Context: an optimization exercise on an open-source flow, tuned for small area, a short achievable clock period and few clock cycles per item. The choices shown serve that exercise and are no tape-out recipe.
Only simulation tests tie the RTL to the original design; equivalence was not proved.
Power figures rest on the tool's default switching activity, not on a simulated workload.

==> flow/design.v, too long to show whole: its modules and the start of the top module <==
// module mul_pipe: 4144 lines
// module mp_benc: 10 lines
// module mp_benc0: 9 lines
// module mp_benc1: 7 lines
// module mp_ao22: 9 lines
// module mp_and2: 7 lines
// module mp_xor2: 7 lines
// module mp_xnor2: 7 lines
// module mp_fa: 10 lines
// module mp_fa1: 9 lines
// module mp_ha: 9 lines
module mul_pipe #(
  parameter int WIDTH  = 32,
  parameter int STAGES = 3,
  parameter int TAG_W  = 5
) (
  input  logic             clk,
  input  logic             resetn,
  input  logic             in_valid,
  output logic             in_ready,
  input  logic [WIDTH-1:0] a,
  input  logic [WIDTH-1:0] b,
  input  logic [1:0]       mul_type,
  input  logic [TAG_W-1:0] in_tag,
  input  logic             flush,
  output logic             out_valid,
  input  logic             out_ready,
  output logic [WIDTH-1:0] out_res,
  output logic [TAG_W-1:0] out_tag,
  output logic             busy
);
  // ...
==> flow/run.sh <==
#!/bin/bash
# synth_recipe.tcl (not shown) runs the flow's synth.tcl, then flattens the netlist and writes it again
# the make line also repeats each setting of config.mk as NAME=value (left out here)
make -C /OpenROAD-flow-scripts/flow DESIGN_CONFIG=/design/flow/config.mk WORK_HOME=/design/flow/orfs CLKGATE_MAP_FILE= SYNTH_SCRIPT=/design/flow/synth_recipe.tcl finish
==> flow/config.mk <==
export PLATFORM = sky130hd
export DESIGN_NAME = mul_pipe
export DESIGN_NICKNAME = mul_pipe
export VERILOG_FILES = /design/flow/design.v
export SDC_FILE = /design/flow/constraint.sdc
export NUM_CORES = 4
export LEC_CHECK = 0
export CAP_MARGIN = 50
export CORE_MARGIN = 2
export CORE_UTILIZATION = 40
export SETUP_SLACK_MARGIN = 5
export SLEW_MARGIN = 70
export SYNTH_HIERARCHICAL = 1
==> flow/constraint.sdc <==
create_clock -name core_clock -period 12.0 [get_ports {clk}]
set_input_delay 2.4000 -clock core_clock [delete_from_list [all_inputs] [get_ports {clk}]]
set_output_delay 2.4000 -clock core_clock [all_outputs]
set_load 0.01 [all_outputs]
==> reports/summary.txt, run 1 <==
Status: complete, no violations
Internal power: 5.65 mW
Synthesized area per cell: 11.3 sq um
Largest net degree at the start of global routing: 65
#MultiIn Comb: 2,326
Clock-net power: 555 uW
Seq group: 1.46 mW
Sequential share of cell area: 0.120
Fin util: 0.466
Final Critical Period: 6.92 ns
Critical path arrival: 7.10 ns
FMAX: 145 MHz
Post-DP HPWL: 75,000 um
# setup viols final: 0
Reg-to-reg setup timing slack: 10.17 ns
Vias/cell: 6.46
Initial antenna violation count: 2
Routed WL per cell: 30.7 um
Syn. warnings: 8
DRT iter0 DRCs: 2,511
Vias in the first global route: 26,043
Type of the most critical hold path: reg2reg
P_leak: 14.0 nW
Placement Cell Area: 32,600 sq um
Rows: 98
Reg area: 4020 sq um
P&R area growth vs syn: 15.2%
HP Start: valid
Slowest CP cell: fa_1
Largest cells by area after synthesis: fa_1, xor2_1, a22o_1, edfxtp_1, ha_1
Combinational share of power: 0.823
Post-Synth Simple-Gate Area: 0.0508
N_diodes: 1
Switching Fraction: 0.502
CP Capture Type: register
Clk pwr share: 0.049
Fillers: 6,547
Multi-input combinational area share: 0.745
Testbench counts, summed over its fixed seeds: cycles 4,808, items 4,800.
==> inputs of run 2 (changes only) <==
--- a/flow/design.v
+++ b/flow/design.v
@@ -20,18 +20,18 @@
 );
   logic valid;
   logic en;
   logic sx;
   logic sy;
   logic lo_q;
   logic [TAG_W-1:0] tag_q;
   logic [63:0] sum;
-  logic [63:0] r0_q;
-  logic [63:0] r1_q;
+  logic [63:0] q0;
+  logic [63:0] q1;
   logic one1;
   logic two2;
   logic neg3;
   logic ps4;
   logic pp5;
   logic ps6;
   logic pp7;
   logic ps8;
@@ -4001,149 +4001,149 @@
   assign busy      = valid;
   always_ff @(posedge clk or negedge resetn) begin
     if (!resetn)    valid <= 1'b0;
     else if (flush) valid <= 1'b0;
     else if (en)    valid <= in_valid;
   end
   always_ff @(posedge clk) begin
     if (en) begin
-      r0_q[0] <= neg3;
-      r0_q[1] <= pp7;
-      r0_q[2] <= s2129;
-      r0_q[3] <= c2130;
-      r0_q[4] <= c2132;
-      r0_q[5] <= c2134;
-      r0_q[6] <= c2136;
-      r0_q[7] <= c2138;
-      r0_q[8] <= c2140;
-      r0_q[9] <= c2142;
-      r0_q[10] <= c2144;
-      r0_q[11] <= c2146;
-      r0_q[12] <= c2148;
-      r0_q[13] <= c2150;
-      r0_q[14] <= c2152;
-      r0_q[15] <= c2154;
-      r0_q[16] <= c2156;
-      r0_q[17] <= c2158;
-      r0_q[18] <= c2160;
-      r0_q[19] <= c2162;
-      r0_q[20] <= c2164;
-      r0_q[21] <= c2166;
-      r0_q[22] <= c2168;
-      r0_q[23] <= c2170;
-      r0_q[24] <= c2172;
-      r0_q[25] <= c2174;
-      r0_q[26] <= c2176;
-      r0_q[27] <= c2178;
-      r0_q[28] <= c2180;
-      r0_q[29] <= c2182;
-      r0_q[30] <= c2184;
-      r0_q[31] <= c2186;
-      r0_q[32] <= c2188;
-      r0_q[33] <= c2190;
-      r0_q[34] <= c2192;
-      r0_q[35] <= c2194;
-      r0_q[36] <= c2196;
-      r0_q[37] <= c2198;
-      r0_q[38] <= c2200;
-      r0_q[39] <= c2202;
-      r0_q[40] <= c2204;
-      r0_q[41] <= c2206;
-      r0_q[42] <= c2208;
-      r0_q[43] <= c2210;
-      r0_q[44] <= c2212;
-      r0_q[45] <= c2214;
-      r0_q[46] <= c2216;
-      r0_q[47] <= c2218;
-      r0_q[48] <= c2220;
-      r0_q[49] <= c2222;
-      r0_q[50] <= c2224;
-      r0_q[51] <= c2226;
-      r0_q[52] <= c2228;
-      r0_q[53] <= c2230;
-      r0_q[54] <= c2232;
-      r0_q[55] <= c2234;
-      r0_q[56] <= c2236;
-      r0_q[57] <= c2238;
-      r0_q[58] <= c2240;
-      r0_q[59] <= c2242;
-      r0_q[60] <= c2244;
-      r0_q[61] <= c2246;
-      r0_q[62] <= c2248;
-      r0_q[63] <= c2250;
-      r1_q[0] <= pp5;
-      r1_q[2] <= pp76;
-      r1_q[3] <= s2131;
-      r1_q[4] <= s2133;
-      r1_q[5] <= s2135;
-      r1_q[6] <= s2137;
-      r1_q[7] <= s2139;
-      r1_q[8] <= s2141;
-      r1_q[9] <= s2143;
-      r1_q[10] <= s2145;
-      r1_q[11] <= s2147;
-      r1_q[12] <= s2149;
-      r1_q[13] <= s2151;
-      r1_q[14] <= s2153;
-      r1_q[15] <= s2155;
-      r1_q[16] <= s2157;
-      r1_q[17] <= s2159;
-      r1_q[18] <= s2161;
-      r1_q[19] <= s2163;
-      r1_q[20] <= s2165;
-      r1_q[21] <= s2167;
-      r1_q[22] <= s2169;
-      r1_q[23] <= s2171;
-      r1_q[24] <= s2173;
-      r1_q[25] <= s2175;
-      r1_q[26] <= s2177;
-      r1_q[27] <= s2179;
-      r1_q[28] <= s2181;
-      r1_q[29] <= s2183;
-      r1_q[30] <= s2185;
-      r1_q[31] <= s2187;
-      r1_q[32] <= s2189;
-      r1_q[33] <= s2191;
-      r1_q[34] <= s2193;
-      r1_q[35] <= s2195;
-      r1_q[36] <= s2197;
-      r1_q[37] <= s2199;
-      r1_q[38] <= s2201;
-      r1_q[39] <= s2203;
-      r1_q[40] <= s2205;
-      r1_q[41] <= s2207;
-      r1_q[42] <= s2209;
-      r1_q[43] <= s2211;
-      r1_q[44] <= s2213;
-      r1_q[45] <= s2215;
-      r1_q[46] <= s2217;
-      r1_q[47] <= s2219;
-      r1_q[48] <= s2221;
-      r1_q[49] <= s2223;
-      r1_q[50] <= s2225;
-      r1_q[51] <= s2227;
-      r1_q[52] <= s2229;
-      r1_q[53] <= s2231;
-      r1_q[54] <= s2233;
-      r1_q[55] <= s2235;
-      r1_q[56] <= s2237;
-      r1_q[57] <= s2239;
-      r1_q[58] <= s2241;
-      r1_q[59] <= s2243;
-      r1_q[60] <= s2245;
-      r1_q[61] <= s2247;
-      r1_q[62] <= s2249;
-      r1_q[63] <= s2251;
+      q0[0] <= neg3;
+      q1[0] <= pp5;
+      q0[1] <= pp7;
+      q0[2] <= s2129;
+      q1[2] <= pp76;
+      q0[3] <= c2130;
+      q1[3] <= s2131;
+      q0[4] <= c2132;
+      q1[4] <= s2133;
+      q0[5] <= c2134;
+      q1[5] <= s2135;
+      q0[6] <= c2136;
+      q1[6] <= s2137;
+      q0[7] <= c2138;
+      q1[7] <= s2139;
+      q0[8] <= c2140;
+      q1[8] <= s2141;
+      q0[9] <= c2142;
+      q1[9] <= s2143;
+      q0[10] <= c2144;
+      q1[10] <= s2145;
+      q0[11] <= c2146;
+      q1[11] <= s2147;
+      q0[12] <= c2148;
+      q1[12] <= s2149;
+      q0[13] <= c2150;
+      q1[13] <= s2151;
+      q0[14] <= c2152;
+      q1[14] <= s2153;
+      q0[15] <= c2154;
+      q1[15] <= s2155;
+      q0[16] <= c2156;
+      q1[16] <= s2157;
+      q0[17] <= c2158;
+      q1[17] <= s2159;
+      q0[18] <= c2160;
+      q1[18] <= s2161;
+      q0[19] <= c2162;
+      q1[19] <= s2163;
+      q0[20] <= c2164;
+      q1[20] <= s2165;
+      q0[21] <= c2166;
+      q1[21] <= s2167;
+      q0[22] <= c2168;
+      q1[22] <= s2169;
+      q0[23] <= c2170;
+      q1[23] <= s2171;
+      q0[24] <= c2172;
+      q1[24] <= s2173;
+      q0[25] <= c2174;
+      q1[25] <= s2175;
+      q0[26] <= c2176;
+      q1[26] <= s2177;
+      q0[27] <= c2178;
+      q1[27] <= s2179;
+      q0[28] <= c2180;
+      q1[28] <= s2181;
+      q0[29] <= c2182;
+      q1[29] <= s2183;
+      q0[30] <= c2184;
+      q1[30] <= s2185;
+      q0[31] <= c2186;
+      q1[31] <= s2187;
+      q0[32] <= c2188;
+      q1[32] <= s2189;
+      q0[33] <= c2190;
+      q1[33] <= s2191;
+      q0[34] <= c2192;
+      q1[34] <= s2193;
+      q0[35] <= c2194;
+      q1[35] <= s2195;
+      q0[36] <= c2196;
+      q1[36] <= s2197;
+      q0[37] <= c2198;
+      q1[37] <= s2199;
+      q0[38] <= c2200;
+      q1[38] <= s2201;
+      q0[39] <= c2202;
+      q1[39] <= s2203;
+      q0[40] <= c2204;
+      q1[40] <= s2205;
+      q0[41] <= c2206;
+      q1[41] <= s2207;
+      q0[42] <= c2208;
+      q1[42] <= s2209;
+      q0[43] <= c2210;
+      q1[43] <= s2211;
+      q0[44] <= c2212;
+      q1[44] <= s2213;
+      q0[45] <= c2214;
+      q1[45] <= s2215;
+      q0[46] <= c2216;
+      q1[46] <= s2217;
+      q0[47] <= c2218;
+      q1[47] <= s2219;
+      q0[48] <= c2220;
+      q1[48] <= s2221;
+      q0[49] <= c2222;
+      q1[49] <= s2223;
+      q0[50] <= c2224;
+      q1[50] <= s2225;
+      q0[51] <= c2226;
+      q1[51] <= s2227;
+      q0[52] <= c2228;
+      q1[52] <= s2229;
+      q0[53] <= c2230;
+      q1[53] <= s2231;
+      q0[54] <= c2232;
+      q1[54] <= s2233;
+      q0[55] <= c2234;
+      q1[55] <= s2235;
+      q0[56] <= c2236;
+      q1[56] <= s2237;
+      q0[57] <= c2238;
+      q1[57] <= s2239;
+      q0[58] <= c2240;
+      q1[58] <= s2241;
+      q0[59] <= c2242;
+      q1[59] <= s2243;
+      q0[60] <= c2244;
+      q1[60] <= s2245;
+      q0[61] <= c2246;
+      q1[61] <= s2247;
+      q0[62] <= c2248;
+      q1[62] <= s2249;
+      q0[63] <= c2250;
+      q1[63] <= s2251;
       lo_q  <= (mul_type == 2'b00);
       tag_q <= in_tag;
     end
   end
-  assign r1_q[1] = 1'b0;
-  assign sum     = r0_q + r1_q;
+  assign q1[1] = 1'b0;
+  assign sum = {q0[63], q0[62], q0[61], q0[60], q0[59], q0[58], q0[57], q0[56], q0[55], q0[54], q0[53], q0[52], q0[51], q0[50], q0[49], q0[48], q0[47], q0[46], q0[45], q0[44], q0[43], q0[42], q0[41], q0[40], q0[39], q0[38], q0[37], q0[36], q0[35], q0[34], q0[33], q0[32], q0[31], q0[30], q0[29], q0[28], q0[27], q0[26], q0[25], q0[24], q0[23], q0[22], q0[21], q0[20], q0[19], q0[18], q0[17], q0[16], q0[15], q0[14], q0[13], q0[12], q0[11], q0[10], q0[9], q0[8], q0[7], q0[6], q0[5], q0[4], q0[3], q0[2], q0[1], q0[0]} + {q1[63], q1[62], q1[61], q1[60], q1[59], q1[58], q1[57], q1[56], q1[55], q1[54], q1[53], q1[52], q1[51], q1[50], q1[49], q1[48], q1[47], q1[46], q1[45], q1[44], q1[43], q1[42], q1[41], q1[40], q1[39], q1[38], q1[37], q1[36], q1[35], q1[34], q1[33], q1[32], q1[31], q1[30], q1[29], q1[28], q1[27], q1[26], q1[25], q1[24], q1[23], q1[22], q1[21], q1[20], q1[19], q1[18], q1[17], q1[16], q1[15], q1[14], q1[13], q1[12], q1[11], q1[10], q1[9], q1[8], q1[7], q1[6], q1[5], q1[4], q1[3], q1[2], 1'b0, q1[0]};
   assign out_res = lo_q ? sum[31:0] : sum[63:32];
   assign out_tag = tag_q;
 endmodule
 module mp_benc (
   input  logic y2,
   input  logic y1,
   input  logic y0,
   output logic one,
@@ -4212,16 +4212,35 @@
   input  logic x,
   input  logic y,
   output logic s,
   output logic c
 );
   assign s = ~(x ^ y);
   assign c = x | y;
 endmodule
+module mp_gc (
+  input  logic gh,
+  input  logic ph,
+  input  logic gl,
+  output logic g
+);
+  assign g = gh | (ph & gl);
+endmodule
+module mp_bc (
+  input  logic gh,
+  input  logic ph,
+  input  logic gl,
+  input  logic pl,
+  output logic g,
+  output logic p
+);
+  assign g = gh | (ph & gl);
+  assign p = ph & pl;
+endmodule
 module mp_ha (
   input  logic x,
   input  logic y,
   output logic s,
   output logic c
 );
   assign s = x ^ y;
   assign c = x & y;
==> flow/flow/run.sh (new file) <==
#!/bin/bash
# Standard layout, with timing repair aiming 5.5 ns below the clock period
# (the constraints themselves are unchanged).
set -euo pipefail
export SETUP_SLACK_MARGIN=5.5
bash standard.sh finish > standard.log 2>&1
==> flow/standard.sh (new file) <==
#!/bin/bash
# synth_recipe.tcl (not shown) runs the flow's synth.tcl, then flattens the netlist and writes it again
# the make line also repeats each setting of config.mk as NAME=value (left out here)
make -C /OpenROAD-flow-scripts/flow DESIGN_CONFIG=/design/flow/config.mk WORK_HOME=/design/flow/orfs CLKGATE_MAP_FILE= SYNTH_SCRIPT=/design/flow/synth_recipe.tcl "${@:-finish}"
==> flow/config.mk (replaced) <==
export PLATFORM = sky130hd
export DESIGN_NAME = mul_pipe
export DESIGN_NICKNAME = mul_pipe
export VERILOG_FILES = /design/flow/design.v
export SDC_FILE = /design/flow/constraint.sdc
export NUM_CORES = 4
export LEC_CHECK = 0
export CAP_MARGIN = 20
export CORE_MARGIN = 2
export CORE_UTILIZATION = 40
export SLEW_MARGIN = 20
export SYNTH_HIERARCHICAL = 1
removed: flow/run.sh
==> reports/summary.txt, run 2 <==
# H-tree levels: 4 (unchanged)
Status: complete, no violations (unchanged)
Reg-to-reg setup timing slack: 9.45 ns (was 10.17 ns)
Placement Cell Area: 32,200 sq um (was 32,600 sq um)
Synth Area in Adders: 0.374 (unchanged)
Global-route wire length before repair: 174,000 um (was 170,000 um)
Bufs on Longest Clock Path: 2 (unchanged)
Peak supply drop: 0.503 mV (was 0.206 mV)
Inserted Clock Buffers: 17 (unchanged)
CTS Root Cell: clkbuf_16 (unchanged)
Sequential share of power: 0.129 (was 0.128)
CTS tree: done (unchanged)
Max reg flops: 64 (unchanged)
Drt total wl: 122,000 um (was 115,000 um)
Sink Count: 134 (unchanged)
Port buffer count: 115 (unchanged)
P_sw: 5.78 mW (was 5.71 mW)
Post-synthesis compound-gate area fraction: 0.228 (unchanged)
FMAX: 153 MHz (was 145 MHz)
Crit path to: q1[37] (was r1_q[33])
Synth unique cells: 71 (unchanged)
Period utilization: 0.544 (was 0.577)
DRT iter0 DRCs: 3,076 (was 2,511)
Initial core utilization: 0.405 (unchanged)
PwrDens: 330 nW/um^2 (was 340 nW/um^2)
Routed WL per cell: 32.3 um (was 30.7 um)
Most common cell after layout, fill and taps aside: xor2_1 (unchanged)
I/O pin count: 116 (unchanged)
Slew HR: 0.375 (was 0.675)
Clock-pin slew on the worst setup and hold paths: 0.07 ns (was 0.06 ns)
Crit Path Max Fanout: 34 (was 48)
Largest net degree at the start of global routing: 72 (was 65)
First-pass DRT Iterations: 6 (was 12)
Combinational share of power: 0.827 (was 0.823)
Type of the worst setup path: in2reg (unchanged)
Initial antenna violation count: 2 (unchanged)
N_diodes: 0 (was 1)
Drt drc: 0 (unchanged)
P&R area growth vs syn: 19.7% (was 15.2%)
Critical path arrival: 6.75 ns (was 7.10 ns)
Synth top area share: 0.324 (unchanged)
Unrepaired setup endpoints after global routing: true (was false)
Fin util: 0.485 (was 0.466)
Final #Nets: 3,483 (was 3,434)
Worst Tran Pin Value: 0.938 ns (was 0.487 ns)
Switching Fraction: 0.505 (was 0.502)
Setup crit start: b[7] (was a[31])
Largest family of logic cells by synthesized area: adder cells (unchanged)
Post-Synth Simple-Gate Area: 0.0508 (unchanged)
Type of the most critical hold path: reg2reg (unchanged)
Reg2reg end: q1[8] (was r0_q[25])
Rows: 98 (unchanged)
Post-route ant nets: 0 (unchanged)
Count leader, synth: xor2_1 (unchanged)
CP Capture Type: register (unchanged)
Largest area contributor in the netlist: fa_1 (unchanged)
Hold_buf cts: 0 (unchanged)
Worst-Skew Late Latency: 0.47 ns (was 0.46 ns)
Vias/cell: 6.58 (was 6.46)
Post-synthesis xor/xnor area fraction: 0.192 (unchanged)
Post-DP HPWL: 74,100 um (was 75,000 um)
Synthesized area per cell: 11.3 sq um (unchanged)
WP data required: 12.22 ns (was 12.18 ns)
Mux share of post-synthesis cell area: 0.00147 (unchanged)
P_leak: 14.5 nW (was 14.0 nW)
Core region area: 71,700 sq um (unchanged)
MaxCap Viol Count: 0 (unchanged)
Most flops, register: q0 (was r0_q)
Largest cells by area after synthesis: fa_1, xor2_1, a22o_1, edfxtp_1, ha_1 (unchanged)
Die X: 273 um (unchanged)
Post-synth EDFFs: 133 (unchanged)
Pins Over Slew Limit: 0 (unchanged)
Clk pwr share: 0.044 (was 0.049)
Mapped Cells: 2,571 (unchanged)
Congestion Overflow GR: 0 (unchanged)
Syn. warnings: 8 (unchanged)
FF-to-FF path depth: 3 (was 4)
Vias in the first global route: 25,836 (was 26,043)
Crit path launch type: input pin (unchanged)
Largest regs: q0 (64), q1 (63), tag_q (5) (was r0_q (64), r1_q (63), tag_q (5))
Most used flip-flop cell after synthesis: edfxtp_1 (unchanged)
Vias post-DR: 24,921 (was 24,138)
Commonest non-fill, non-tap cells in the layout: xor2_1, a22o_1, fa_1 (unchanged)
Routability cong.: 0.938 (was 0.963)
Reg-to-reg startpoint: valid (unchanged)
Syn nets: 3,232 (unchanged)
Finished Cell Area: 34,800 sq um (was 33,400 sq um)
Sequential share of the synthesized area: 0.138 (unchanged)
Internal power: 5.67 mW (was 5.65 mW)
Die height: 273 um (unchanged)
Final Critical Period: 6.53 ns (was 6.92 ns)
Share of layout cells above drive strength 1: 0.114 (was 0.0797)
Final count of hold timing violations: 0 (unchanged)
Post-Syn Area: 29,000 sq um (unchanged)
# setup viols final: 0 (unchanged)
Async S/R FF share, synth: 0.00746 (unchanged)
Synth cell count leaders: xor2_1, a22o_1, fa_1 (unchanged)
Yosys reg bits: 134 (unchanged)
All-Layer GR Usage: 0.315 (was 0.306)
Final Skew: 0.0131 ns (was 0.0153 ns)
Setup TNS: 0 ns (unchanged)
Die area: 74,800 sq um (unchanged)
Fillers: 6,478 (was 6,547)
run 2: through the flow:
step           setup WS (ns)  hold slack, ns  instances  power, mW
6_report                5.47           0.741       3785       11.5
5_1_grt                 5.36           0.780       3785       12.4
4_1_cts                 5.47           0.747       3749       11.2
3_5_place_dp            4.29           0.733       3690       10.5
3_3_place_gp            4.34           0.728       3690       10.3
2_1_floorplan           5.42           0.713       2571       6.99
run 2: how the worst min path moves through the flow:
| stage | end | cells after the start | from |
|---|---|---|---|
| 2_1_floorplan | valid | 3 | valid |
| 3_3_place_gp | valid | 3 | valid |
| 3_5_place_dp | valid | 3 | valid |
| 4_1_cts | valid | 3 | valid |
| 5_1_grt | valid | 3 | valid |
| 6_report | valid | 3 | valid |
run 2: cell type report:
class,instances,area (sq um),share of cell area
clock buffer,18,429,0.0123
clock inverter,14,103,0.00295
inverter,79,299,0.00860
multi-input combinational,2326,25300,0.728
sequential,134,4020,0.116
tap,950,1190,0.0342
timing repair buffer,264,3400,0.0979
run 2: per-module statistics from Yosys, one instance, submodules excluded:
module	flops+latches	cells inside	area (sq um)	copies in the design
mp_xor2	0	1	8.76	560
mp_ao22	0	1	8.76	528
mul_pipe	134	790	8340	1
mp_fa1	0	5	27.5	11
mp_benc	0	4	31.3	15
mp_xnor2	0	1	8.76	16
mp_and2	0	1	6.26	48
mp_benc0	0	2	21.3	1
mp_benc1	0	1	8.76	1
mp_ha	0	1	12.5	41
mp_fa	0	1	20.0	470
run 2: timing repair:
| item | 4_1_cts | 5_1_grt |
|---|---|---|
| pin swaps | 15 | 14 |
| gates cloned | 12 | 15 |
| setup buffers | 15 | 21 |
| gates resized for setup | 148 | 116 |
| setup endpoints to repair | 90 | 60 |
run 2: cell families (layout without fill, tap and decap cells):
group | count (synthesis) | count (layout)
compound gates | 817 | 817
flops | 134 | 134
buf+inv | 111 | 375
simple gates | 283 | 283
fa+ha+maj | 585 | 585
mux | 4 | 4
xor+xnor | 637 | 637
run 2: power by group through the flow:
| stage | Sequential [mW] | Clock (mW) | Combinational [mW] |
|---|---|---|---|
| 2_1_floorplan | 1.38 | 0 | 5.61 |
| 3_3_place_gp | 1.47 | 0 | 8.81 |
| 3_5_place_dp | 1.47 | 0 | 9.04 |
| 4_1_cts | 1.47 | 0.514 | 9.21 |
| 5_1_grt | 1.50 | 0.532 | 10.3 |
| 6_report | 1.48 | 0.504 | 9.47 |
run 2: layer usage:
metal | GRT usage | wire length (um) | vias to the layer above
li1 | - | - | 9960
met2 | 0.483 | 54200 | 1833
met5 | 0 | 0 | -
met4 | 0.152 | 6480 | 0
met3 | 0.0879 | 14600 | 373
met1 | 0.412 | 46800 | 12755
run 2: worst max-delay path, cell delays in order:
cell and delay [ns]:
clkbuf_4 0.20, buf_16 0.20, xor2_4 0.16, buf_12 0.17, a22o_1 0.31, xor2_2 0.19, fa_1 0.53, fa_1 0.62
fa_1 0.48, fa_2 0.39, fa_1 0.59, fa_1 0.43
Testbench counts of run 2, summed over its fixed seeds: cycles 4,808, items 4,800.
==> inputs of run 3 (changes only) <==
==> flow/flow/run.sh (replaced) <==
#!/bin/bash
# Standard layout, with timing repair aiming 6.0 ns below the clock period
# (the constraints themselves are unchanged).
set -euo pipefail
export SETUP_SLACK_MARGIN=6.0
bash standard.sh finish > standard.log 2>&1
==> reports/summary.txt, run 3 <==
Status: complete, no violations (unchanged)
Congestion Overflow GR: 0 (unchanged)
Post-route ant nets: 0 (unchanged)
Initial core utilization: 0.405 (unchanged)
Routed WL per cell: 36.0 um (was 32.3 um)
Post-Syn Area: 29,000 sq um (unchanged)
Reg-to-reg setup timing slack: 9.50 ns (was 9.45 ns)
WP data required: 12.22 ns (about the same)
Crit path launch type: input pin (unchanged)
Critical path arrival: 6.48 ns (was 6.75 ns)
Slew HR: 0.378 (was 0.375)
Worst-Skew Late Latency: 0.48 ns (was 0.47 ns)
Synth unique cells: 71 (unchanged)
Max reg flops: 64 (unchanged)
PwrDens: 310 nW/um^2 (was 330 nW/um^2)
Syn. warnings: 8 (unchanged)
Type of the most critical hold path: reg2reg (unchanged)
Count leader, synth: xor2_1 (unchanged)
Bufs on Longest Clock Path: 2 (unchanged)
CTS Root Cell: clkbuf_16 (unchanged)
Largest net degree at the start of global routing: 71 (was 72)
Largest cells by area after synthesis: fa_1, xor2_1, a22o_1, edfxtp_1, ha_1 (unchanged)
Rows: 98 (unchanged)
P_leak: 16.6 nW (was 14.5 nW)
Synth cell count leaders: xor2_1, a22o_1, fa_1 (unchanged)
Reg-to-reg startpoint: valid (unchanged)
# setup viols final: 0 (unchanged)
Placement Setup Slack: 4.25 ns (was 4.29 ns)
Die area: 74,800 sq um (unchanged)
Die height: 273 um (unchanged)
All-Layer GR Usage: 0.372 (was 0.315)
Port buffer count: 115 (unchanged)
DRT iter0 DRCs: 3,871 (was 3,076)
Sink Count: 134 (unchanged)
Most used flip-flop cell after synthesis: edfxtp_1 (unchanged)
Mapped Cells: 2,571 (unchanged)
Worst Tran Pin Value: 0.933 ns (was 0.938 ns)
Synthesized area per cell: 11.3 sq um (unchanged)
Die X: 273 um (unchanged)
Final Critical Period: 6.26 ns (was 6.53 ns)
Setup TNS: 0 ns (unchanged)
P&R area growth vs syn: 36.7% (was 19.7%)
Final Skew: 0.0128 ns (was 0.0131 ns)
Fin util: 0.553 (was 0.485)
Routability cong.: 0.905 (was 0.938)
Largest regs: q0 (64), q1 (63), tag_q (5) (unchanged)
Synth top area share: 0.324 (unchanged)
# H-tree levels: 4 (unchanged)
Clock-pin slew on the worst setup and hold paths: 0.08 ns (was 0.07 ns)
Drt drc: 0 (unchanged)
Vias/cell: 6.83 (was 6.58)
Final #Nets: 3,657 (was 3,483)
Setup crit start: b[9] (was b[7])
First-pass DRT Iterations: 9 (was 6)
Syn nets: 3,232 (unchanged)
Final count of hold timing violations: 0 (unchanged)
Most common cell after layout, fill and taps aside: a22o_1 (was xor2_1)
Pins Over Slew Limit: 0 (unchanged)
Hold_buf cts: 0 (unchanged)
MaxCap Viol Count: 0 (unchanged)
Commonest non-fill, non-tap cells in the layout: a22o_1, xor2_1, fa_1 (was xor2_1, a22o_1, fa_1)
Crit Path Max Fanout: 6 (was 34)
Largest area contributor in the netlist: fa_1 (unchanged)
Share of layout cells above drive strength 1: 0.270 (was 0.114)
Most flops, register: q0 (unchanged)
Global-route wire length before repair: 199,000 um (was 174,000 um)
Fin worst setup slack: 5.74 ns (was 5.47 ns)
Vias in the first global route: 27,690 (was 25,836)
Vias post-DR: 27,051 (was 24,921)
Type of the worst setup path: in2reg (unchanged)
Drt total wl: 143,000 um (was 122,000 um)
Reg2reg end: q1[5] (was q1[8])
Hold_ws: 0.707 ns (was 0.741 ns)
I/O pin count: 116 (unchanged)
Initial antenna violation count: 5 (was 2)
Tot Pwr: 12.3 mW (was 11.5 mW)
Inserted Clock Buffers: 17 (unchanged)
Crit path to: q1[36] (was q1[37])
Period utilization: 0.522 (was 0.544)
Yosys reg bits: 134 (unchanged)
FF-to-FF path depth: 3 (unchanged)
Post-DP HPWL: 73,200 um (was 74,100 um)
Post-synth EDFFs: 133 (unchanged)
CP Capture Type: register (unchanged)
FMAX: 160 MHz (was 153 MHz)
Unrepaired setup endpoints after global routing: true (unchanged)
CTS tree: done (unchanged)
Peak supply drop: 0.270 mV (was 0.503 mV)
Sequential share of the synthesized area: 0.138 (unchanged)
Core region area: 71,700 sq um (unchanged)
Async S/R FF share, synth: 0.00746 (unchanged)
[run 3: changes by cell type in the layout (fill, tap and decap cells not counted), sizes merged, moves of 6 or more]
cell	delta
buf	+163
clkbuf	-8
clkinv	-6
clkdlybuf4s50	-46
bufbuf	+42
clkdlybuf4s15	+6
dlygate4sd2	+19
[run 3: kinds of logic after synthesis]
group                      synth area share
buffers and inverters                0.0150
and+or+nand+nor                      0.0508
adders and majority gates             0.374
DFF                                   0.138
AOI/OAI and AO/OA                     0.228
xor gates and xnor gates              0.192
muxes                               0.00147
[run 3: worst min path at each step]
stage          startpoint    end  slack [ns]  cells after the start
2_1_floorplan       valid  valid        0.71                      3
3_3_place_gp        valid  valid        0.72                      3
3_5_place_dp        valid  valid        0.75                      3
4_1_cts             valid  valid        0.75                      3
5_1_grt             valid  valid        0.78                      3
6_report            valid  valid        0.71                      3
[run 3: worst max-delay path, stage by stage]
cell	delay [ns]
buf_12	0.08
buf_16	0.13
nand2b_4	0.06
o22ai_4	0.22
buf_12	0.17
buf_4	0.13
a22o_1	0.15
xor2_1	0.27
fa_2	0.52
fa_2	0.56
fa_2	0.46
fa_2	0.35
fa_2	0.55
fa_2	0.43
[run 3: per-module statistics from Yosys (local to each module, per instance), a selection]
module / flops+latches / cells / area, sq um
mp_benc1: 0 / 1 / 8.76
mul_pipe: 134 / 790 / 8340
mp_benc0: 0 / 2 / 21.3
mp_benc: 0 / 4 / 31.3
mp_fa: 0 / 1 / 20.0
mp_ao22: 0 / 1 / 8.76
mp_fa1: 0 / 5 / 27.5
[run 3: layout make-up]
class | instances | area (sq um)
fillers | 5889 | 32100
flip-flops and latches | 134 | 4020
repair buffers | 438 | 6630
diodes | 1 | 2.50
multi-input cells | 2326 | 27000
inverters | 79 | 303
clock buffers | 17 | 425
well taps | 950 | 1190
clock inverters | 15 | 148
[run 3: power breakdown]
group | switching (mW) | total, mW | internal, mW | leakage (nW)
clock network | 0.251 | 0.541 | 0.289 | 0.267
registers | 0.196 | 1.53 | 1.34 | 1.40
logic | 5.64 | 10.2 | 4.58 | 14.9
total | 6.09 | 12.3 | 6.20 | 16.6
[run 3: per-stage QoR]
stage / area [sq um] / instances
floorplan: 29600 / 2571
global placement: 32400 / 3689
detailed placement: 32400 / 3689
CTS: 38400 / 3911
global route: 39700 / 3959
finish: 39700 / 3960
[run 3: metal layers]
layer	part of all wire	track usage	vias to the layer above	wire length, um
met5	0.0014	0	-	201
li1	-	-	10296	-
met3	0.15	0.148	765	21000
met4	0.085	0.243	10	12100
met2	0.42	0.546	2473	59800
met1	0.35	0.452	13507	49600
[run 3: what timing repair did]
item                                    CTS  global route
pin swaps                               130           161
gates cloned                             76             6
buffers inserted                        114            42
gates resized for setup                 631           218
endpoints found under the setup margin  123            91

re-timing with driven ports:
Ports are ideal in the flow. The routed layouts listed here were re-timed in OpenROAD. Step 1: set_driving_cell puts a clkbuf_16 on clk and a buf_2 on each other input, an assumption about the parent block. Step 2 adds t to the input delays and takes it off the output delays; t is the mean of the earliest and latest rising clock arrival at the registers after step 1. Input paths then give back, and output paths get back, about the clock's delay inside the block. a / b / c = no drivers / after step 1 / after step 2; a / b = the first two.
run	shift t [ns]	setup WS [ns]	latest minus earliest clock arrival (ns)
run 1	0.498	5.081 / 5.100 / 4.602	0.023 / 0.023
run 2	0.530	5.471 / 5.487 / 4.981	0.023 / 0.023
run 3	0.534	5.735 / 5.729 / 5.195	0.015 / 0.015
After both steps setup and hold are still met in every run listed. The setup slack of run 3, which loses most, moves by -0.006 ns with the drivers and by -0.540 ns with both steps.
